Source: an optimization exercise on an open RTL-to-GDS flow (aim: small area). Production flows keep margins and buffers that such runs may drop. At most, simulation tests tie the RTL to the original design; equivalence was not proved. Power figures rest on the tool's default switching activity, not on a simulated workload. No driver is modelled on the clock port, so clocking that relies on it looks cheaper here than on a real chip.

// selective_repeat_receive_window
module selective_repeat_receive_window (
   input  logic        clock,
   input  logic        reset,
   input  logic        req_valid,
   output logic        req_stall,
   input  logic [15:0] req_seq_value,
   input  logic [31:0] req_payload_handle,
   input  logic [9:0]  req_payload_len,
   input  logic [23:0] req_head_bytes,
   output logic        rsp_valid,
   input  logic        rsp_stall,
   output logic [1:0]  rsp_kind,
   output logic [15:0] rsp_ack_seq,
   output logic [31:0] rsp_out_handle,
   output logic [9:0]  rsp_out_len,
   output logic        rsp_last
);
For scale: ~1,400 flip-flops, about 31,000 µm² of cells after synthesis.
make LEC_CHECK=0 CAP_MARGIN=20 CORE_MARGIN=2 CORE_UTILIZATION=70 CTS_CLUSTER_DIAMETER=80 CTS_CLUSTER_SIZE=30 PLACE_DENSITY=0.8 SLEW_MARGIN=20 finish   # period 5.0 ns
run.sh (not shown) runs the stock make flow with config.mk's settings and CLKGATE_MAP_FILE= SYNTH_SCRIPT=/design/flow/synth_recipe.tcl, a recipe that flattens the netlist after the stock synthesis.
Next try:
==> flow/flow/run.sh (new file) <==
#!/bin/bash
# Standard layout, with the port buffers built from the smallest buffer cell.
export BUFFER_PORTS_ARGS="-buffer_cell sky130_fd_sc_hd__buf_1"
bash standard.sh > standard.log 2>&1
==> flow/standard.sh (new file) <==
#!/bin/bash
# synth_recipe.tcl (not shown) runs the flow's synth.tcl, then flattens the netlist and writes it again
# the make line also repeats each setting of config.mk as NAME=value (left out here)
make -C /OpenROAD-flow-scripts/flow DESIGN_CONFIG=/design/flow/config.mk WORK_HOME=/design/flow/orfs CLKGATE_MAP_FILE= SYNTH_SCRIPT=/design/flow/synth_recipe.tcl "${@:-finish}"
removed: flow/run.sh
- cell area goes down by 3.0%
- setup slack gains 0.094 ns
- clock power drops by about 1%
- register-to-register slack degrades by 0.23 ns
- cell count came out lower by 0.56%
- core utilization shrinks by 2.4 points
- synthesized cell count does not change
- hold slack gains 0.0096 ns
- routed wire length came out lower by 5.4%
- area after synthesis is unchanged
- maximum frequency came out higher by 2.0%
Next try:
==> flow/run.sh (new file) <==
#!/bin/bash
# synth_recipe.tcl (not shown) runs the flow's synth.tcl, then flattens the netlist and writes it again
# the make line also repeats each setting of config.mk as NAME=value (left out here)
make -C /OpenROAD-flow-scripts/flow DESIGN_CONFIG=/design/flow/config.mk WORK_HOME=/design/flow/orfs CLKGATE_MAP_FILE= SYNTH_SCRIPT=/design/flow/synth_recipe.tcl finish
Settings changed: CTS_CLUSTER_DIAMETER 80 to 60, CTS_CLUSTER_SIZE 30 to 36.
removed: flow/flow/run.sh
removed: flow/standard.sh
Effect:
- critical path depth stays the same
- synthesized cell count does not change
- cell area grows by 3.7%
- synthesized area does not change
- final cell count grows by 0.97%
No functional check of the RTL was part of any run of this note.

* * *

rev 12:
Another version of the RTL of selective_repeat_receive_window (not shown whole).
For scale: about 1,700 cells after synthesis, about 1,400 flip-flops, ~31,000 um2 of cells after synthesis.
clock: 5.0 ns
lec_check: 0
cap_margin: 20
core_margin: 2
core_utilization: 70
cts_cluster_diameter: 80
cts_cluster_size: 30
place_density: 0.8
slew_margin: 20
standard.sh (not shown) runs the stock make flow with config.mk's settings and CLKGATE_MAP_FILE= SYNTH_SCRIPT=/design/flow/synth_recipe.tcl, a recipe that flattens the netlist after the stock synthesis.
==> flow/flow/run.sh <==
#!/bin/bash
# Standard layout, with the port buffers built from the smallest buffer cell and
# non-critical gates downsized after global routing (then slew and cap repaired again).
HERE=$(cd "$(dirname "$0")" && pwd)
export BUFFER_PORTS_ARGS="-buffer_cell sky130_fd_sc_hd__buf_1"
export RECOVER_POWER=100
export POST_GLOBAL_ROUTE_TCL=$HERE/post_grt.tcl
export CTS_ARGS="-sink_clustering_enable -repair_clock_nets -sink_clustering_size 30 -sink_clustering_max_diameter 80 -dont_use_dummy_load"
bash standard.sh > standard.log 2>&1
==> flow/flow/post_grt.tcl <==
# Undo what power recovery did to slew and capacitance: repair the design again on the
# global-route parasitics, then legalise and reroute the nets that changed.
global_route -start_incremental
estimate_parasitics -global_routing
repair_design -slew_margin $::env(SLEW_MARGIN) -cap_margin $::env(CAP_MARGIN)
detailed_placement
global_route -end_incremental
estimate_parasitics -global_routing
report_check_types -max_slew -max_capacitance -violators
Here is what was changed in the inputs of rev 13 compared with rev 12.
==> flow/flow/run.sh <==
#!/bin/bash
# Standard layout, with the port buffers built from the smallest buffer cell and
# non-critical gates downsized after global routing.
export BUFFER_PORTS_ARGS="-buffer_cell sky130_fd_sc_hd__buf_1"
export RECOVER_POWER=100
bash standard.sh > standard.log 2>&1
removed: flow/flow/post_grt.tcl
==> comparison <==
[flow] rev 13 | stages: complete | final checks: fail | reason: max-capacitance violations, max-slew violations
Rev 13 ended up with a higher share of power burned in the clock network than rev 12 did.
The area taken by flip-flops and latches on rev 13 is in line with that on rev 12.
[rev 13 vs rev 12] clock period minus worst slack: lower in rev 13
Cmp rev 13 vs rev 12: clock-buffer cell count higher in rev 13
Rev 13 has more setup slack than rev 12.
Changes observed in rev 13 relative to rev 12: number of signal-net buffers in the layout shows a reduction of about 0.65%, sequential share of cell area now smaller, hold slack shows an increase of 0.029 ns, worst-case vdd ir drop now sits lower.

* * *

run D:
selective_repeat_receive_window, a different RTL version from the one above (not shown whole).
Size in the first run: about 1600 cells after synthesis, about 150 I/O pins.
clock: 5.0 ns
lec_check: 0
cap_margin: 20
core_margin: 2
core_utilization: 70
cts_cluster_diameter: 80
cts_cluster_size: 30
place_density: 0.8
slew_margin: 20
==> flow/flow/run.sh <==
#!/bin/bash
# Standard layout, with the port buffers built from the smallest buffer cell and
# non-critical gates downsized after global routing (then slew and cap repaired again).
HERE=$(cd "$(dirname "$0")" && pwd)
export BUFFER_PORTS_ARGS="-buffer_cell sky130_fd_sc_hd__buf_1"
export RECOVER_POWER=100
export POST_GLOBAL_ROUTE_TCL=$HERE/post_grt.tcl
export CTS_ARGS="-sink_clustering_enable -repair_clock_nets -sink_clustering_size 38 -sink_clustering_max_diameter 90 -dont_use_dummy_load"
bash standard.sh > standard.log 2>&1
==> flow/flow/post_grt.tcl <==
# Undo what power recovery did to slew and capacitance: repair the design again on the
# global-route parasitics, then legalise and reroute the nets that changed.
global_route -start_incremental
estimate_parasitics -global_routing
repair_design -slew_margin $::env(SLEW_MARGIN) -cap_margin $::env(CAP_MARGIN)
detailed_placement
global_route -end_incremental
estimate_parasitics -global_routing
report_check_types -max_slew -max_capacitance -violators
## Diff of input files: run B against run D
--- a/flow/flow/run.sh
+++ b/flow/flow/run.sh
@@ -8 +8 @@
-export CTS_ARGS="-sink_clustering_enable -repair_clock_nets -sink_clustering_size 38 -sink_clustering_max_diameter 90 -dont_use_dummy_load"
+export CTS_ARGS="-sink_clustering_enable -repair_clock_nets -sink_clustering_size 36 -sink_clustering_max_diameter 100 -dont_use_dummy_load"
Notes after the runs:
- From run D to run B the numbers moved as follows: final period demand of the worst path shows an increase of 0.033 ns; stage delay of the slowest cell on the critical path shows an increase of 0.02 ns; initial antenna violation count shows a reduction of 1.

* * *

RTL: one of the versions met above, not the one the previous note started from.
Size: about 1700 cells after synthesis, about 1400 flip-flops, roughly 150 I/O pins.
// selective_repeat_receive_window
module selective_repeat_receive_window (
   input  logic        clock,
   input  logic        reset,
   input  logic        req_valid,
   output logic        req_stall,
   input  logic [15:0] req_seq_value,
   input  logic [31:0] req_payload_handle,
   input  logic [9:0]  req_payload_len,
   input  logic [23:0] req_head_bytes,
   output logic        rsp_valid,
   input  logic        rsp_stall,
   output logic [1:0]  rsp_kind,
   output logic [15:0] rsp_ack_seq,
   output logic [31:0] rsp_out_handle,
   output logic [9:0]  rsp_out_len,
   output logic        rsp_last
);
clock: 5.0 ns
lec_check: 0
cap_margin: 20
core_margin: 2
core_utilization: 70
cts_cluster_diameter: 80
cts_cluster_size: 30
place_density: 0.8
slew_margin: 20
==> flow/flow/run.sh <==
#!/bin/bash
# Standard layout, with the port buffers built from the smallest buffer cell and
# non-critical gates downsized after global routing (then slew and cap repaired again).
HERE=$(cd "$(dirname "$0")" && pwd)
export BUFFER_PORTS_ARGS="-buffer_cell sky130_fd_sc_hd__buf_1"
export RECOVER_POWER=100
export POST_GLOBAL_ROUTE_TCL=$HERE/post_grt.tcl
bash standard.sh > standard.log 2>&1
Scripts as last shown in full above: flow/flow/post_grt.tcl
==> next run, changes <==
==> flow/flow/run.sh (replaced) <==
#!/bin/bash
# Standard layout, with the port buffers built from the smallest buffer cell.
export BUFFER_PORTS_ARGS="-buffer_cell sky130_fd_sc_hd__buf_1"
bash standard.sh > standard.log 2>&1
removed: flow/flow/post_grt.tcl
The new run passed the timing, design-rule and antenna checks. Wire length is about the same. Worst setup slack gains 0.078 ns. Synthesized area stays the same. Maximum frequency went up by about 1.7%. Die area does not change. Via count went up by about 0.5%. Cell count stays flat. Sequential power is about the same. Global-route usage stays the same. Power is about the same.
==> next run, changes <==
==> flow/flow/run.sh (replaced) <==
#!/bin/bash
# Standard layout, with the port buffers built from the smallest buffer cell and
# non-critical gates downsized after global routing (then slew and cap repaired again).
HERE=$(cd "$(dirname "$0")" && pwd)
export BUFFER_PORTS_ARGS="-buffer_cell sky130_fd_sc_hd__buf_1"
export RECOVER_POWER=100
export POST_GLOBAL_ROUTE_TCL=$HERE/post_grt.tcl
export CTS_ARGS="-sink_clustering_enable -repair_clock_nets -sink_clustering_size 33 -sink_clustering_max_diameter 100 -dont_use_dummy_load"
bash standard.sh > standard.log 2>&1
==> flow/flow/post_grt.tcl (new file) <==
# Undo what power recovery did to slew and capacitance: repair the design again on the
# global-route parasitics, then legalise and reroute the nets that changed.
global_route -start_incremental
estimate_parasitics -global_routing
repair_design -slew_margin $::env(SLEW_MARGIN) -cap_margin $::env(CAP_MARGIN)
detailed_placement
global_route -end_incremental
estimate_parasitics -global_routing
report_check_types -max_slew -max_capacitance -violators
Cell count falls slightly.
Register-to-register slack improved by 0.02 ns.
Via count shrinks slightly.
Worst hold slack degrades by 0.052 ns.
Area after synthesis does not change.
==> next run, changes <==
--- a/flow/flow/run.sh
+++ b/flow/flow/run.sh
@@ -7,3 +7,3 @@
 export POST_GLOBAL_ROUTE_TCL=$HERE/post_grt.tcl
-export CTS_ARGS="-sink_clustering_enable -repair_clock_nets -sink_clustering_size 33 -sink_clustering_max_diameter 100 -dont_use_dummy_load"
+export CTS_ARGS="-sink_clustering_enable -repair_clock_nets -sink_clustering_size 36 -sink_clustering_max_diameter 100 -dont_use_dummy_load"
 bash standard.sh > standard.log 2>&1
Outcome:
- global-route usage climbs by 0.18 points
- die area does not change
- worst setup slack is better by 0.0054 ns
- sequential cell count does not change
- count of clock-buffer cells in the layout shrinks by 4
- first-iteration DRC count is higher by 31%
- via count barely changes
- synthesized area does not change

-- port drivers added, routing unchanged --
The flow's constraints put no driver on any port. The routed layouts listed below were extracted and timed again, unchanged, in two steps. Step 1 sets driving cells, clkbuf_16 on the clock port and buf_2 on the other inputs (assumed; they add their load-dependent delay and slew). Step 2 times the ports against the registers' clock, not the clock port: input delays grow and output delays shrink by t, the midpoint of the rising clock arrivals with the driver on. Three values: no drivers, after step 1, after step 2; two values: the first two.
run | t (ns) | slack for setup (ns) | hold slack, ns | worst setup path at the end | worst register clock-pin slew, ns
the first run of note 1 | 0.675 | 0.074 / 0.046 / 0.046 | 0.316 / 0.316 / 0.316 | input to output | 0.11 / 0.11
the second run of note 1 | 0.667 | 0.168 / 0.141 / 0.141 | 0.325 / 0.325 / 0.325 | input to output | 0.11 / 0.11
the third run of note 1 | 0.671 | 0.059 / 0.032 / 0.032 | 0.314 / 0.314 / 0.314 | input to output | 0.12 / 0.12
rev 12 | 0.666 | 0.211 / 0.153 / 0.718 | 0.287 / 0.287 / 0.287 | register to register | 0.11 / 0.11
rev 13 | 0.666 | 0.240 / 0.186 / 0.458 | 0.316 / 0.316 / 0.316 | register to register | 0.11 / 0.11
run D | 0.650 | 0.766 / 0.707 / 1.092 | 0.306 / 0.306 / 0.306 | input to register | 0.13 / 0.13
run B | 0.653 | 0.733 / 0.676 / 1.054 | 0.303 / 0.303 / 0.303 | input to register | 0.12 / 0.12
the first run of note 4 | 0.666 | 0.248 / 0.194 / 0.784 | 0.316 / 0.316 / 0.316 | register to register | 0.11 / 0.11
the second run of note 4 | 0.668 | 0.326 / 0.270 / 0.802 | 0.316 / 0.316 / 0.316 | register to register | 0.11 / 0.11
the third run of note 4 | 0.643 | 0.288 / 0.232 / 0.822 | 0.265 / 0.265 / 0.265 | register to register | 0.12 / 0.12
the fourth run of note 4 | 0.646 | 0.293 / 0.235 / 0.823 | 0.313 / 0.313 / 0.313 | register to register | 0.12 / 0.12
For the first run of note 1, which loses most, drivers alone change the setup slack by -0.028 ns; drivers and shift together by -0.028 ns.
